This design comes from an exercise in tuning for small area on the open sky130 flow, not from production work. Function was checked by simulation only, so behaviour that the tests miss may differ from the original. No activity file was given, so power comes from the tool's default toggle rates. The clock port is modelled as an ideal driver; clocking choices that lean on that would not hold on a real chip.

==> design.v <==
module matmul_sequencer (
  input  logic       clk,
  input  logic       rst,
  input  logic       rx_valid,
  input  logic [7:0] rx_data,
  output logic [7:0] tx_data,
  output logic       tx_valid,
  input  logic       tx_ready,
  output logic       busy,
  output logic       done,
  output logic       err
);
  localparam logic [2:0] HDR   = 3'd0;
  localparam logic [2:0] LDA   = 3'd1;
  localparam logic [2:0] LDB   = 3'd2;
  localparam logic [2:0] FLUSH = 3'd3;
  localparam logic [2:0] CAPA  = 3'd4;
  localparam logic [2:0] CAPB  = 3'd5;
  localparam logic [2:0] MUL   = 3'd6;
  localparam logic [2:0] SEND  = 3'd7;
  logic [2:0]    st_q;
  logic [1:0]    bcnt_q, hcnt_q;
  logic [1:0]    m_q, n_q, p_q;       
  logic [1:0]    i_q, j_q, k_q;
  logic [4:0]    ph_q;                
  logic [4:0]    pslot_q;             
  logic          pend_q;
  logic          done_q, err_q;
  logic [31:0]   x_q, acc_q;
  logic [1023:0] ring_q;
  logic        loading, wdone, dim_ok;
  logic [31:0] word_d, tap;
  logic [4:0]  ins_pos, tap_slot, a_slot, b_slot;
  logic        tap_a, tap_b, ybit;
  logic [4:0]  b_pos;
  logic [7:0]  ins_q, insn_q;
  logic        pend_d;
  logic [4:0]  pslot_d, ins_pos_d;
  assign loading = (st_q == HDR) || (st_q == LDA) || (st_q == LDB);
  assign wdone   = loading && rx_valid && (bcnt_q == 2'd3);
  assign word_d  = {acc_q[23:0], rx_data};
  assign dim_ok  = (acc_q[23:0] == 24'd0) && (rx_data != 8'd0) &&
                   (rx_data <= 8'd4);
  assign a_slot   = {1'b0, i_q, k_q};
  assign b_slot   = {1'b1, k_q, j_q};
  assign tap      = ~ring_q[1023:992];
  assign tap_slot = ~ph_q;
  assign tap_a    = (tap_slot == a_slot);
  assign tap_b    = (b_pos == 5'd31);
  assign ins_pos  = pslot_q + ph_q + 5'd1;
  assign b_pos    = b_slot + ph_q;
  always_comb begin
    ybit = 1'b0;
    for (int q = 0; q < 32; q++)
      if (b_pos == 5'(q)) ybit = ring_q[33*q] ^ b_pos[2];
  end
  always_ff @(posedge clk) begin
    for (int q = 0; q < 32; q++) begin
      if ((q % 4) == 0)
        ring_q[32*q +: 32] <= ~(((((q / 4) % 2) == 1 ? x_q : ~x_q) |
                                 {32{insn_q[q/4]}}) &
                                (ring_q[32*((q+31)%32) +: 32] |
                                 {32{ins_q[q/4]}}));
      else
        ring_q[32*q +: 32] <= ring_q[32*((q+31)%32) +: 32];
    end
  end
  always_comb begin
    pend_d = pend_q && (ins_pos[1:0] != 2'd0);
    pslot_d = pslot_q;
    if ((st_q == LDA || st_q == LDB) && wdone) begin
      pend_d  = 1'b1;
      pslot_d = (st_q == LDA) ? a_slot : b_slot;
    end
    ins_pos_d = pslot_d + ph_q + 5'd2;
  end
  always_ff @(posedge clk) begin
    for (int g = 0; g < 8; g++) begin
      ins_q[g]  <= pend_d && (ins_pos_d == 5'(4*g));
      insn_q[g] <= !(pend_d && (ins_pos_d == 5'(4*g)));
    end
  end
  logic [31:0] addend;
  logic [16:0] sum_lo;
  logic [15:0] sum_hi;
  logic        shift8, cy_q;
  assign shift8 = (loading && rx_valid) || st_q == FLUSH ||
                  (st_q == SEND && tx_ready);
  assign addend = (st_q == MUL && ybit) ? x_q : 32'd0;
  logic [32:0] cc;
  logic [31:0] ss;
  always_comb begin
    cc[0] = 1'b0;
    for (int b = 0; b < 32; b++) begin
      logic ci;
      ci = (b == 16) ? cy_q : cc[b];
      ss[b]   = acc_q[b] ^ addend[b] ^ ci;
      cc[b+1] = (acc_q[b] & addend[b]) | (acc_q[b] & ci) | (addend[b] & ci);
    end
  end
  assign sum_lo = {cc[16], ss[15:0]};
  assign sum_hi = ss[31:16];
  always_ff @(posedge clk) begin
    if (shift8)
      acc_q <= {acc_q[23:0], loading ? rx_data : 8'd0};
    else
      acc_q <= {sum_hi, sum_lo[15:0]};
  end
  always_ff @(posedge clk) begin
    if ((st_q == LDA || st_q == LDB) && wdone)
      x_q <= word_d;
    else if (st_q == CAPA && tap_a)
      x_q <= tap;
    else if (st_q == MUL)
      x_q <= {x_q[30:0], 1'b0};
  end
  always_ff @(posedge clk) begin
    if (st_q == HDR && wdone && dim_ok) begin
      case (hcnt_q)
        2'd0:    m_q <= rx_data[1:0] - 2'd1;
        2'd1:    n_q <= rx_data[1:0] - 2'd1;
        default: p_q <= rx_data[1:0] - 2'd1;
      endcase
    end
    pslot_q <= pslot_d;
  end
  always_ff @(posedge clk or posedge rst) begin
    if (rst) begin
      st_q    <= HDR;
      bcnt_q  <= '0;
      hcnt_q  <= '0;
      i_q     <= '0;
      j_q     <= '0;
      k_q     <= '0;
      pend_q  <= 1'b0;
      done_q  <= 1'b0;
      err_q   <= 1'b0;
      ph_q    <= '0;
      cy_q    <= 1'b0;
    end else begin
      cy_q   <= !shift8 && sum_lo[16];
      ph_q   <= ph_q + 5'd1;
      done_q <= 1'b0;
      err_q  <= 1'b0;
      if (pend_q && ins_pos[1:0] == 2'd0)
        pend_q <= 1'b0;
      if (loading && rx_valid)
        bcnt_q <= bcnt_q + 2'd1;
      case (st_q)
        HDR: if (wdone) begin
          if (!dim_ok) begin
            err_q  <= 1'b1;
            hcnt_q <= '0;
          end else begin
            hcnt_q <= hcnt_q + 2'd1;
            if (hcnt_q == 2'd2) begin
              st_q   <= LDA;
              hcnt_q <= '0;
            end
          end
        end
        LDA: if (wdone) begin
          pend_q  <= 1'b1;
          if (k_q == n_q) begin
            k_q <= '0;
            if (i_q == m_q) begin
              st_q <= LDB;
              i_q  <= '0;
            end else begin
              i_q <= i_q + 2'd1;
            end
          end else begin
            k_q <= k_q + 2'd1;
          end
        end
        LDB: if (wdone) begin
          pend_q  <= 1'b1;
          if (j_q == p_q) begin
            j_q <= '0;
            if (k_q == n_q) begin
              st_q <= FLUSH;
              k_q  <= '0;
            end else begin
              k_q <= k_q + 2'd1;
            end
          end else begin
            j_q <= j_q + 2'd1;
          end
        end
        FLUSH: begin
          bcnt_q <= bcnt_q + 2'd1;
          if (bcnt_q == 2'd3)
            st_q <= CAPA;
        end
        CAPA: if (tap_a) begin
          st_q <= CAPB;
        end
        CAPB: if (tap_b) begin
          st_q <= MUL;
        end
        MUL: begin
          if (x_q == 32'd0) begin
            if (k_q == n_q)
              st_q <= SEND;
            else begin
              k_q  <= k_q + 2'd1;
              st_q <= CAPA;
            end
          end
        end
        SEND: if (tx_ready) begin
          bcnt_q <= bcnt_q + 2'd1;
          if (bcnt_q == 2'd3) begin
            k_q  <= '0;
            st_q <= CAPA;
            if (j_q == p_q) begin
              j_q <= '0;
              if (i_q == m_q) begin
                i_q    <= '0;
                st_q   <= HDR;
                done_q <= 1'b1;
              end else begin
                i_q <= i_q + 2'd1;
              end
            end else begin
              j_q <= j_q + 2'd1;
            end
          end
        end
        default: st_q <= HDR;
      endcase
    end
  end
  assign tx_data  = acc_q[31:24];
  assign tx_valid = (st_q == SEND);
  assign busy     = st_q[2] || (st_q == FLUSH);
  assign done     = done_q;
  assign err      = err_q;
endmodule
==> flow/run.sh <==
#!/bin/bash
# The standard layout (standard.sh) with three changes:
#  - synthesis maps with an area-oriented ABC script (flow/synth_abc.tcl);
#  - the port buffers use the smallest buffer cell, sky130_fd_sc_hd__buf_1;
#  - clock tree synthesis adds no dummy loads to balance its leaf nets.
set -euo pipefail
cd "$(dirname "$0")/.."
W=$PWD
export CUSTOM_ABC_SCRIPT=$W/flow/abc_area.script
export FLOW_SYNTH_TCL=$W/synth_recipe.tcl
export BUFFER_PORTS_ARGS="-buffer_cell sky130_fd_sc_hd__buf_1"
export CTS_ARGS="-sink_clustering_enable -repair_clock_nets -sink_clustering_size 34 -sink_clustering_max_diameter 70 -buf_list sky130_fd_sc_hd__clkbuf_16 -dont_use_dummy_load"
sed "s#SYNTH_SCRIPT=[^ ]*#SYNTH_SCRIPT=$W/flow/synth_abc.tcl#" standard.sh > standard_abc.sh
bash standard_abc.sh finish > standard_finish.log 2>&1
==> flow/abc_area.script <==
&get -n
&st
&syn2
&dch -f
&nf -a -R 1000
&st
&synch2
&dch -f
&nf -a -R 1000
&st
&syn2
&dch -f
&nf -a -R 1000
&st
&synch2
&dch -f
&nf -a -R 1000
&st
&dch -f
&nf -a -R 1000
&st
&dch -f
&nf -a -R 1000
&put
topo
stime -c
==> flow/synth_abc.tcl <==
# The standard synthesis (synth_recipe.tcl) unchanged, except that ABC's
# technology mapping runs the area-oriented script flow/abc_area.script
# instead of ORFS's speed script. ABC maps only combinational logic, so the
# registers are the same as the standard synthesis's.
proc abc {args} {
  set i [lsearch -exact $args -script]
  if { $i >= 0 } { lset args [expr {$i + 1}] $::env(CUSTOM_ABC_SCRIPT) }
  yosys abc {*}$args
}
source $::env(FLOW_SYNTH_TCL)
==> standard.sh <==
#!/bin/bash
# synth_recipe.tcl (not shown) runs the flow's synth.tcl, then flattens the netlist and writes it again
# the make line also repeats each setting of config.mk as NAME=value (left out here)
make -C /OpenROAD-flow-scripts/flow DESIGN_CONFIG=/design/flow/config.mk WORK_HOME=/design/flow/orfs CLKGATE_MAP_FILE= SYNTH_SCRIPT=/design/flow/synth_recipe.tcl "${@:-finish}"
==> config.mk <==
export PLATFORM = sky130hd
export DESIGN_NAME = matmul_sequencer
export DESIGN_NICKNAME = matmul_sequencer
export VERILOG_FILES = /design/flow/design.v
export SDC_FILE = /design/flow/constraint.sdc
export NUM_CORES = 4
export LEC_CHECK = 0
export CAP_MARGIN = 20
export CORE_MARGIN = 2
export CORE_UTILIZATION = 60
export CTS_BUF_LIST = sky130_fd_sc_hd__clkbuf_16
export CTS_CLUSTER_DIAMETER = 55
export CTS_CLUSTER_SIZE = 34
export GPL_ROUTABILITY_DRIVEN = 0
export GPL_TIMING_DRIVEN = 0
export PLACE_DENSITY = 0.8
export SLEW_MARGIN = 20
==> constraint.sdc <==
create_clock -name core_clock -period 11.0 [get_ports {clk}]
set_input_delay 2.2000 -clock core_clock [delete_from_list [all_inputs] [get_ports {clk}]]
set_output_delay 2.2000 -clock core_clock [all_outputs]
set_load 0.01 [all_outputs]
==> results of run 1 <==
Yosys cell counts (all sizes together) (22+ instances only):
library cell     n
mux2            25
a21oi           27
clkinv          63
dfrtp           22
dfxtp         1077
and2            34
edfxtp          38
nand2           62
o22ai          263
nor2            35
fa              32
o21ai           30
worst max path at each step:
| stage | endpoint | slack, ns |
|---|---|---|
| 2_1_floorplan | acc_q[31] | 1.41 |
| 3_3_place_gp | acc_q[31] | -0.02 |
| 3_5_place_dp | acc_q[31] | -0.01 |
| 4_1_cts | acc_q[31] | 0.20 |
| 5_1_grt | acc_q[31] | 0.05 |
| 6_report | acc_q[31] | 0.38 |
per-layer routing:
| layer | up-vias | global-route usage | share of wire |
|---|---|---|---|
| li1 | 6692 | - | - |
| met1 | 7334 | 0.334 | 0.45 |
| met2 | 566 | 0.351 | 0.45 |
| met3 | 138 | 0.0397 | 0.068 |
| met4 | 2 | 0.0883 | 0.034 |
| met5 | - | 0 | 0.00023 |
state kept, by name, summed over array words and instances, names as in the netlist:
| register | count |
|---|---|
| acc_q | 32 |
| bcnt_q | 2 |
| cy_q | 1 |
| done_q | 1 |
| err_q | 1 |
| hcnt_q | 2 |
| i_q | 2 |
| ins_q | 8 |
| insn_q | 8 |
| j_q | 2 |
| k_q | 2 |
| m_q | 2 |
| n_q | 2 |
| p_q | 2 |
| pend_q | 1 |
| ph_q | 5 |
| pslot_q | 5 |
| ring_q | 1024 |
| st_q | 3 |
| x_q | 32 |
logic make-up after synthesis:
logic type	after synthesis	synth area share
buffers and inverters	71	0.0105
adder cells (fa/ha/maj)	47	0.0293
AND/OR/NAND/NOR	185	0.0321
multiplexers	35	0.0139
AO/OA/AOI/OAI	375	0.0841
flip-flops	1137	0.823
XOR/XNOR	24	0.00744
through the flow:
step | hold WS [ns] | worst slack (ns) | setup TNS (ns) | area, µm²
floorplan | 0.310 | 1.41 | 0 | 28300
detailed placement | 0.312 | -0.0103 | -0.0103 | 29700
global placement | 0.310 | -0.0195 | -0.0195 | 29100
global route | 0.288 | 0.0476 | 0 | 30800
CTS | 0.286 | 0.200 | 0 | 30700
finish | 0.282 | 0.381 | 0 | 30800
power by group through the flow:
stage	clock, mW	combinational (mW)	sequential, mW
after detailed placement	0	0.774	4.70
after CTS	1.81	0.786	4.61
after global placement	0	0.705	4.69
after global routing	1.94	0.919	4.64
final	1.79	0.837	4.61
after floorplan	0	0.532	4.59
area by class of cell:
type,instances,area (µm²),area share
Timing Repair Buffer,49,642,0.0209
Buffer,8,60.1,0.00195
Sequential cell,1137,23300,0.757
Clock buffer,41,1030,0.0334
Multi-Input combinational cell,666,4760,0.155
Tap cell,607,759,0.0247
Inverter,63,236,0.00769
worst register-to-register path: cells and delay by family (launching register included):
| kind | cells | cell delay, ns |
|---|---|---|
| and+or+nand+nor | 2 | 0.32 |
| adders and majority gates | 17 | 7.51 |
| buffers and inverters | 4 | 0.62 |
| muxes | 2 | 0.46 |
| DFF | 1 | 0.45 |
| xor gates and xnor gates | 2 | 0.31 |
| AOI/OAI and AO/OA | 4 | 0.86 |
timing repair:
action,CTS,global route
resized for setup,1,4
setup endpoints to repair,1,1
setup buffers,0,4
gates cloned,0,0
pin swaps,0,2
==> report_table.html, run 1 <==
<table>
<tr><th>Metric</th><th>Value</th></tr>
<tr><th colspan="2">Synthesis</th></tr>
<tr><td>Number of distinct library cell variants in the gate-level netlist after synthesis</td><td>46</td></tr>
<tr><td>FFs w/ async S/R, synth</td><td>0.0193</td></tr>
<tr><td>Number of enable-type register cells in the synthesized netlist</td><td>38</td></tr>
<tr><td>Leading cell types by total area after synthesis</td><td>dfxtp_1 (76%), o22ai_1 (5.8%), edfxtp_1 (4.0%)</td></tr>
<tr><td>Register bit count reported by yosys</td><td>1137</td></tr>
<tr><td>Area of the mapped netlist</td><td>28300 µm²</td></tr>
<tr><td>Post-Synthesis Net Count</td><td>1933</td></tr>
<tr><td>Sequential element share of the synthesized area</td><td>0.823</td></tr>
<tr><td>Mean cell area of the mapped netlist</td><td>15.1 µm²</td></tr>
<tr><td>Gate Count Post-Synth</td><td>1874</td></tr>
<tr><td>Most frequently used flop master after synthesis</td><td>dfxtp_1</td></tr>
<tr><td>Yosys Warn Count</td><td>1</td></tr>
<tr><td>Area leader, netlist</td><td>dfxtp_1</td></tr>
<tr><td>Fraction of post-synthesis cell area in the top cell type by area</td><td>0.763</td></tr>
<tr><th colspan="2">Timing</th></tr>
<tr><td>Final Cycle Share</td><td>0.965</td></tr>
<tr><td>Worst clock skew</td><td>roughly 0.043 ns</td></tr>
<tr><td>Final period demand of the worst path</td><td>approximately 11 ns</td></tr>
<tr><td>Slew at the pin with the worst max-slew slack</td><td>1.16 ns</td></tr>
<tr><td>Final hold violation count</td><td>0</td></tr>
<tr><td>Setup repair after global routing missed its margin</td><td>false</td></tr>
<tr><td>Final count of pins violating max slew</td><td>0</td></tr>
<tr><td>Number of failing setup endpoints in the final timing report</td><td>0</td></tr>
<tr><td>Worst slew margin</td><td>0.223</td></tr>
<tr><td>F_max</td><td>roughly 0.094 GHz</td></tr>
<tr><th colspan="2">Routing</th></tr>
<tr><td>Vias after detailed routing</td><td>14700</td></tr>
<tr><td>Starting DRC count in detailed routing</td><td>1472</td></tr>
<tr><td>DR WL/cell</td><td>22.2 µm</td></tr>
<tr><td>First-pass iteration count of the detailed router</td><td>8</td></tr>
<tr><td>Routed Antenna Nets</td><td>0</td></tr>
<tr><td>Drc violations</td><td>0</td></tr>
<tr><td>Routed vias/inst</td><td>between 5 and 6</td></tr>
<tr><td>Total length of routed wires</td><td>57.0 mm</td></tr>
<tr><th colspan="2">Worst setup path</th></tr>
<tr><td>Setup crit start kind</td><td>flop</td></tr>
<tr><td>Count of buffer and inverter cells on the critical path</td><td>4</td></tr>
<tr><td>Reg2reg setup slack</td><td>0.38 ns</td></tr>
<tr><td>Delay of the slowest cell on the worst path</td><td>0.72 ns</td></tr>
<tr><td>Cell with the largest stage delay on the worst path</td><td>fa_2</td></tr>
<tr><td>Req. time, crit path</td><td>11.49 ns</td></tr>
<tr><td>Data arrival, critical path</td><td>~11 ns</td></tr>
<tr><td>Kind of critical path</td><td>flop to flop</td></tr>
<tr><td>Cell depth of the worst setup path</td><td>31</td></tr>
<tr><td>Worst r2r dst</td><td>acc_q[31]</td></tr>
<tr><td>Number of cells traversed by the worst register-to-register path</td><td>31</td></tr>
<tr><td>Start point of the critical path</td><td>ph_q[0]</td></tr>
<tr><td>Worst-path fanout max</td><td>10</td></tr>
<tr><td>Most common cell on crit path</td><td>fa_1</td></tr>
<tr><td>CP delay by family, top</td><td>adder cells</td></tr>
<tr><td>Worst flop-to-flop path startpoint</td><td>ph_q[0]</td></tr>
<tr><td>Type of destination of the critical path</td><td>flop</td></tr>
<tr><th colspan="2">Hold path</th></tr>
<tr><td>Worst min-delay path startpoint</td><td>ring_q[153]</td></tr>
<tr><td>Hold crit path type</td><td>flop to flop</td></tr>
<tr><td>Terminating pin of the worst hold path</td><td>ring_q[185]</td></tr>
<tr><td>Hold depth</td><td>0</td></tr>
<tr><th colspan="2">Final layout</th></tr>
<tr><td>Non-filler instance count after layout</td><td>roughly 2600</td></tr>
<tr><td>Number of filler cells placed in the layout</td><td>3046</td></tr>
<tr><td>Final core utilization</td><td>0.661</td></tr>
<tr><td>Fraction of final layout cells with drive strength greater than 1</td><td>0.0519</td></tr>
<tr><td>Commonest cells after routing, fill and taps aside</td><td>dfxtp_1 (1061), o22ai_1 (263), clkinv_1 (63)</td></tr>
<tr><td>Final net count</td><td>roughly 2000</td></tr>
<tr><td>Area Overhead vs Synth</td><td>8.82%</td></tr>
<tr><td>Commonest non-fill, non-tap cell in the layout</td><td>dfxtp_1</td></tr>
<tr><td>Number of inserted diodes</td><td>0</td></tr>
<tr><th colspan="2">Pwr</th></tr>
<tr><td>Static leakage</td><td>11.9 nW</td></tr>
<tr><td>Part of the power in the clock network</td><td>0.247</td></tr>
<tr><td>Relative contribution of sequential cells to total power</td><td>0.637</td></tr>
<tr><td>Internal cell power</td><td>5.39 mW</td></tr>
<tr><td>Total net switching power</td><td>around 1.9 mW</td></tr>
<tr><td>Sw Share</td><td>0.256</td></tr>
<tr><td>Worst IR drop on VDD</td><td>0.228 mV</td></tr>
<tr><td>Sum of internal, switching and leakage power</td><td>7.24 mW</td></tr>
<tr><td>Share of power burned in combinational logic</td><td>0.116</td></tr>
<tr><td>Power per standard cell area</td><td>235 nW/µm²</td></tr>
<tr><th colspan="2">Clock tree</th></tr>
<tr><td>Insertion delay to the later sink of the worst-skew pair</td><td>0.60 ns</td></tr>
<tr><td>H-tree depth</td><td>2</td></tr>
<tr><td>Maximum count of clock buffers along a single path</td><td>3</td></tr>
<tr><td>Clock buffer count from CTS</td><td>just over 40</td></tr>
<tr><td>Post-CTS Hold Buffers</td><td>0</td></tr>
<tr><td>Total number of clock tree sinks</td><td>1137</td></tr>
<tr><td>Clock tree from TritonCTS</td><td>built</td></tr>
<tr><td>Buffer cell driving the clock tree root</td><td>clkbuf_16</td></tr>
<tr><td>Clock-pin slew on the worst setup and hold paths</td><td>approximately 0.11 ns</td></tr>
<tr><th colspan="2">Global route</th></tr>
<tr><td>Total global routing overflow</td><td>0</td></tr>
<tr><td>Global-route wire length before repair</td><td>86.8 mm</td></tr>
<tr><td>Maximum number of pins on one net before global-route repair</td><td>35</td></tr>
<tr><td>Via count of the first global-routing pass</td><td>around 15000</td></tr>
<tr><td>Total routing resource utilization after global routing</td><td>0.231</td></tr>
<tr><td>Number of antenna violations at the first check in global routing</td><td>1</td></tr>
<tr><th colspan="2">Floorplan</th></tr>
<tr><td>Core area</td><td>around 47000 µm²</td></tr>
<tr><td>Die boundary width</td><td>221 µm</td></tr>
<tr><td>IO Pins</td><td>24</td></tr>
<tr><td>Initial core utilization</td><td>0.607</td></tr>
<tr><td>Area of the die</td><td>roughly 50000 µm²</td></tr>
<tr><td>Cell row count</td><td>79</td></tr>
<tr><td>Chip height</td><td>between 200 and 250 µm</td></tr>
<tr><th colspan="2">Placed design</th></tr>
<tr><td>PortBufs</td><td>23</td></tr>
<tr><td>Number of cells in the design after placement</td><td>~2500</td></tr>
<tr><td>Dpl hpwl</td><td>37.0 mm</td></tr>
<tr><th colspan="2">Outcome</th></tr>
<tr><td>Run status</td><td>no timing/DRC/antenna violations</td></tr>
<tr><th colspan="2">Run</th></tr>
<tr><td>Max-Cap Viols</td><td>0</td></tr>
</table>
==> run 2, diff against run 1 <==
--- a/config.mk
+++ b/config.mk
@@ -12,6 +12,4 @@
 export CTS_CLUSTER_DIAMETER = 55
 export CTS_CLUSTER_SIZE = 34
-export GPL_ROUTABILITY_DRIVEN = 0
-export GPL_TIMING_DRIVEN = 0
 export PLACE_DENSITY = 0.8
 export SLEW_MARGIN = 20
==> report_table.html, run 2 <==
<table>
<tr><th>Metric</th><th>Value</th></tr>
<tr><th colspan="2">Routing</th></tr>
<tr><td>Starting DRC count in detailed routing</td><td>1338 (-9.1%)</td></tr>
<tr><td>Met2 wire length</td><td>26.1 mm (+2.9%)</td></tr>
<tr><td>Vias after detailed routing</td><td>14600 (-0.94%)</td></tr>
<tr><td>DR WL/cell</td><td>22.8 µm (+2.7%)</td></tr>
<tr><td>Routed vias/inst</td><td>5.72 (about the same)</td></tr>
<tr><td>Drc violations</td><td>0 (unchanged)</td></tr>
<tr><td>Highest Signal Layer</td><td>met5</td></tr>
<tr><td>Total length of routed wires</td><td>58.0 mm (+1.8%)</td></tr>
<tr><td>Met3 Wirelength</td><td>4.18 mm (+7.5%)</td></tr>
<tr><td>First-pass iteration count of the detailed router</td><td>5 (-3)</td></tr>
<tr><td>Sum of routed wire segments on met1</td><td>25.6 mm (-0.70%)</td></tr>
<tr><td>Routed Antenna Nets</td><td>0 (unchanged)</td></tr>
<tr><th colspan="2">Worst setup path</th></tr>
<tr><td>Reg2reg setup slack</td><td>0.62 ns (+0.24 ns)</td></tr>
<tr><td>Delay of the slowest cell on the worst path</td><td>0.79 ns (+0.07 ns)</td></tr>
<tr><td>Type of destination of the critical path</td><td>flop</td></tr>
<tr><td>Worst r2r dst</td><td>acc_q[31]</td></tr>
<tr><td>Data arrival, critical path</td><td>10.90 ns (-0.21 ns)</td></tr>
<tr><td>Cell with the largest stage delay on the worst path</td><td>fa_1</td></tr>
<tr><td>Req. time, crit path</td><td>11.52 ns (+0.03 ns)</td></tr>
<tr><td>Worst-path fanout max</td><td>31 (+21)</td></tr>
<tr><td>Setup crit start kind</td><td>flop</td></tr>
<tr><td>Number of cells traversed by the worst register-to-register path</td><td>30 (-3.2%)</td></tr>
<tr><td>Worst flop-to-flop path startpoint</td><td>j_q[0]</td></tr>
<tr><td>Start point of the critical path</td><td>j_q[0]</td></tr>
<tr><td>Kind of critical path</td><td>flop to flop</td></tr>
<tr><td>Most common cell on crit path</td><td>fa_1</td></tr>
<tr><th colspan="2">Final layout</th></tr>
<tr><td>Largest registers in the final layout</td><td>ring_q: 1024 flops, acc_q: 32 flops, x_q: 32 flops</td></tr>
<tr><td>Commonest cells after routing, fill and taps aside</td><td>dfxtp_1 (1067), o22ai_1 (263), clkinv_1 (63)</td></tr>
<tr><td>Number of flip-flops in the largest register</td><td>1024 (unchanged)</td></tr>
<tr><td>Area Overhead vs Synth</td><td>6.93%</td></tr>
<tr><td>Number of inserted diodes</td><td>0 (unchanged)</td></tr>
<tr><td>Fraction of final layout cells with drive strength greater than 1</td><td>0.0355 (-0.0164)</td></tr>
<tr><td>Top register by number of flip-flops</td><td>ring_q</td></tr>
<tr><td>Final non-filler cell area</td><td>30200 µm² (-1.7%)</td></tr>
<tr><td>Commonest non-fill, non-tap cell in the layout</td><td>dfxtp_1</td></tr>
<tr><td>Final net count</td><td>2003 (-1.1%)</td></tr>
<tr><th colspan="2">Clock tree</th></tr>
<tr><td>H-tree depth</td><td>2 (unchanged)</td></tr>
<tr><td>Count of buffers added by post-CTS timing repair for setup</td><td>0 (unchanged)</td></tr>
<tr><td>Total number of clock tree sinks</td><td>1137 (unchanged)</td></tr>
<tr><td>Maximum count of clock buffers along a single path</td><td>3 (unchanged)</td></tr>
<tr><td>Clock tree from TritonCTS</td><td>built</td></tr>
<tr><td>Clock-pin slew on the worst setup and hold paths</td><td>0.12 ns (about the same)</td></tr>
<tr><td>Post-CTS Hold Buffers</td><td>0 (unchanged)</td></tr>
<tr><td>Insertion delay to the later sink of the worst-skew pair</td><td>0.62 ns (+0.02 ns)</td></tr>
<tr><td>Number of instances resized during post-cts repair</td><td>0 (-1)</td></tr>
<tr><td>Buffer cell driving the clock tree root</td><td>clkbuf_16</td></tr>
<tr><td>Clock buffer count from CTS</td><td>41 (unchanged)</td></tr>
<tr><th colspan="2">Placed design</th></tr>
<tr><td>Placement Setup Slack</td><td>0.634 ns (+0.644 ns)</td></tr>
<tr><td>PortBufs</td><td>23 (unchanged)</td></tr>
<tr><td>Dpl hpwl</td><td>36.9 mm (-0.14%)</td></tr>
<tr><td>Placer's final routability congestion estimate</td><td>approximately 0.9</td></tr>
<tr><td>Placed cell areas</td><td>29200 µm² (-1.7%)</td></tr>
<tr><th colspan="2">Synthesis</th></tr>
<tr><td>Number of enable-type register cells in the synthesized netlist</td><td>38 (unchanged)</td></tr>
<tr><td>Area leader, netlist</td><td>dfxtp_1</td></tr>
<tr><td>Most frequently used flop master after synthesis</td><td>dfxtp_1</td></tr>
<tr><td>Yosys Warn Count</td><td>1 (unchanged)</td></tr>
<tr><td>Register bit count reported by yosys</td><td>1137 (unchanged)</td></tr>
<tr><td>Complex-gate fraction of the synthesized area</td><td>0.0841 (unchanged)</td></tr>
<tr><td>Sequential element share of the synthesized area</td><td>0.823 (unchanged)</td></tr>
<tr><td>Mean cell area of the mapped netlist</td><td>15.1 µm² (unchanged)</td></tr>
<tr><td>Area of the mapped netlist</td><td>28300 µm² (unchanged)</td></tr>
<tr><td>Xor/xnor cell area share of the yosys netlist</td><td>0.00744 (unchanged)</td></tr>
<tr><td>Number of distinct library cell variants in the gate-level netlist after synthesis</td><td>46 (unchanged)</td></tr>
<tr><td>Fraction of post-synthesis cell area in the top cell type by area</td><td>0.763 (unchanged)</td></tr>
<tr><td>FFs w/ async S/R, synth</td><td>0.0193 (unchanged)</td></tr>
<tr><td>Most common cell in the netlist</td><td>dfxtp_1</td></tr>
<tr><td>Post-Synthesis Net Count</td><td>1933 (unchanged)</td></tr>
<tr><td>Area fraction in and, or, nand and nor cells after synthesis</td><td>0.0321 (unchanged)</td></tr>
<tr><td>Multiplexer share of the synthesized area</td><td>0.0139 (unchanged)</td></tr>
<tr><td>Gate Count Post-Synth</td><td>1874 (unchanged)</td></tr>
<tr><td>Combinational family with the most area after synthesis</td><td>compound AO/OA/AOI/OAI gates</td></tr>
<tr><td>Leading cell types by total area after synthesis</td><td>dfxtp_1 (76%), o22ai_1 (5.8%), edfxtp_1 (4.0%)</td></tr>
<tr><td>Cell types with the highest counts after synthesis</td><td>dfxtp_1 (1077), o22ai_1 (263), clkinv_1 (63)</td></tr>
<tr><td>Share of synthesized cell area in full adder, half adder and majority cells</td><td>0.0293 (unchanged)</td></tr>
<tr><th colspan="2">Global route</th></tr>
<tr><td>Number of antenna violations at the first check in global routing</td><td>2 (+1)</td></tr>
<tr><td>Via count of the first global-routing pass</td><td>14700 (-0.39%)</td></tr>
<tr><td>Maximum number of pins on one net before global-route repair</td><td>44 (+26%)</td></tr>
<tr><td>Total routing resource utilization after global routing</td><td>0.238 (+0.00677)</td></tr>
<tr><td>Global-route wire length before repair</td><td>88.1 mm (+1.5%)</td></tr>
<tr><td>Total global routing overflow</td><td>0 (unchanged)</td></tr>
<tr><th colspan="2">Pwr</th></tr>
<tr><td>Static leakage</td><td>11.7 nW (-2.0%)</td></tr>
<tr><td>Worst IR drop on VDD</td><td>0.281 mV (+23%)</td></tr>
<tr><td>Part of the power in the clock network</td><td>0.251 (+0.004)</td></tr>
<tr><td>Relative contribution of sequential cells to total power</td><td>0.649 (+0.012)</td></tr>
<tr><td>Power per standard cell area</td><td>236 nW/µm² (+0.24%)</td></tr>
<tr><td>Total net switching power</td><td>1.81 mW (-2.3%)</td></tr>
<tr><td>Internal cell power</td><td>5.32 mW (-1.2%)</td></tr>
<tr><td>Share of power burned in combinational logic</td><td>0.100 (-0.016)</td></tr>
<tr><td>Sum of internal, switching and leakage power</td><td>7.13 mW (-1.5%)</td></tr>
<tr><td>Sw Share</td><td>0.254 (-0.00201)</td></tr>
<tr><th colspan="2">Outcome</th></tr>
<tr><td>Run status</td><td>no timing/DRC/antenna violations</td></tr>
<tr><th colspan="2">Floorplan</th></tr>
<tr><td>Die boundary width</td><td>221 µm (unchanged)</td></tr>
<tr><td>IO Pins</td><td>24 (unchanged)</td></tr>
<tr><td>Core area</td><td>46600 µm² (unchanged)</td></tr>
<tr><td>Cell row count</td><td>79 (unchanged)</td></tr>
<tr><td>Area of the die</td><td>48900 µm² (unchanged)</td></tr>
<tr><td>Initial core utilization</td><td>0.607 (unchanged)</td></tr>
<tr><td>Chip height</td><td>221 µm (unchanged)</td></tr>
<tr><th colspan="2">Timing</th></tr>
<tr><td>Number of failing setup endpoints in the final timing report</td><td>0 (unchanged)</td></tr>
<tr><td>Final hold violation count</td><td>0 (unchanged)</td></tr>
<tr><td>Final count of pins violating max slew</td><td>0 (unchanged)</td></tr>
<tr><td>Post-Route Setup TNS</td><td>0 ns (unchanged)</td></tr>
<tr><td>F_max</td><td>0.0964 GHz (+2.3%)</td></tr>
<tr><td>Setup repair after global routing missed its margin</td><td>false</td></tr>
<tr><td>Worst slew margin</td><td>0.227 (+0.00410)</td></tr>
<tr><td>Slew at the pin with the worst max-slew slack</td><td>1.16 ns (-0.00466 ns)</td></tr>
<tr><td>Final Cycle Share</td><td>0.943 (-0.0221)</td></tr>
<tr><td>Worst Hold Margin</td><td>0.299 ns (+0.0170 ns)</td></tr>
<tr><td>Final period demand of the worst path</td><td>10.38 ns (-0.243 ns)</td></tr>
<tr><td>Worst setup slack after layout</td><td>0.623 ns (+0.243 ns)</td></tr>
<tr><td>Worst clock skew</td><td>0.0582 ns (+0.0151 ns)</td></tr>
<tr><th colspan="2">Hold path</th></tr>
<tr><td>Worst min-delay path startpoint</td><td>ring_q[196]</td></tr>
<tr><td>Hold crit path type</td><td>flop to flop</td></tr>
<tr><td>Terminating pin of the worst hold path</td><td>ring_q[228]</td></tr>
<tr><td>Hold depth</td><td>0 (unchanged)</td></tr>
<tr><th colspan="2">Run</th></tr>
<tr><td>Max-Cap Viols</td><td>0 (unchanged)</td></tr>
</table>
[run 2: cell count changes in the layout (fill, tap and decap cells not counted), sizes merged]
cell  change
buf      -22
[run 2: power by group through the flow]
stage / clock [mW] / combinational [mW] / sequential, mW
6_report: 1.79 / 0.715 / 4.63
3_5_place_dp: 0 / 0.706 / 4.72
5_1_grt: 1.95 / 0.805 / 4.65
3_3_place_gp: 0 / 0.671 / 4.71
2_1_floorplan: 0 / 0.532 / 4.59
4_1_cts: 1.81 / 0.714 / 4.63
[run 2: final cells by class]
class,instances,area (µm²)
Clock buffer,41,1030
Multi-Input combinational cell,666,4740
Fill cell,3195,16300
Sequential cell,1137,23300
Inverter,63,236
Timing Repair Buffer,35,196
Tap cell,607,759
[run 2: worst max-delay path: cells and delay by family, from the launching register on]
family                     cells  cell delay [ns]
buffers and inverters          3             0.63
adders and majority gates     17             7.47
muxes                          1             0.29
DFF                            1             0.46
and+or+nand+nor                2             0.28
xor gates and xnor gates       2             0.28
AOI/OAI and AO/OA              5             0.85
[run 2: kinds of logic after synthesis]
kind of cell	after synthesis
adder cells (fa/ha/maj)	47
buffers and inverters	71
AO/OA/AOI/OAI	375
multiplexers	35
AND/OR/NAND/NOR	185
flip-flops	1137
XOR/XNOR	24
[run 2: worst max path at each step]
stage                end  slack, ns  depth (start not counted)
6_report       acc_q[31]       0.62                         30
5_1_grt        acc_q[31]       0.04                         30
4_1_cts        acc_q[31]       0.60                         30
3_5_place_dp   acc_q[31]       0.63                         30
3_3_place_gp   acc_q[31]       0.75                         30
2_1_floorplan  acc_q[31]       1.41                         29
[run 2: through the flow]
step | util | cells
6_report | 0.649 | 2549
3_5_place_dp | 0.627 | 2507
3_3_place_gp | 0.627 | 2507
2_1_floorplan | - | 1874
5_1_grt | 0.649 | 2549
4_1_cts | 0.649 | 2548
[run 2: metal layers]
layer / up-vias / GRT usage
met1: 7271 / 0.337
met2: 540 / 0.368
li1: 6650 / -
met4: 4 / 0.0948
met3: 128 / 0.0398
met5: - / 0

[afterwards: timing with drivers on the ports]
The results above use ideal ports. As a check the final layouts listed here were re-extracted and re-timed, cells and wires unchanged. Step 1 (the two cells are an assumption about what drives the block):
set clk [get_ports {clk}]
set_driving_cell -lib_cell sky130_fd_sc_hd__clkbuf_16 $clk
set_driving_cell -lib_cell sky130_fd_sc_hd__buf_2 [delete_from_list [all_inputs] $clk]
Step 2, shift: input delay + t, output delay - t, t = (earliest + latest rising clock arrival at the registers) / 2. This alone moves slack from input paths to output paths. Slacks: no drivers / after step 1 / after step 2; pairs: no drivers / after step 1.
run | shift t [ns] | setup WS [ns] | hold slack, ns | worst slew at a driven data input, ns
run 1 | 0.639 | 0.381 / 0.381 / 0.381 | 0.282 / 0.282 / 0.282 | 0.07
run 2 | 0.649 | 0.623 / 0.623 / 0.623 | 0.299 / 0.299 / 0.299 | 0.07
After both steps every run listed still meets setup and hold.
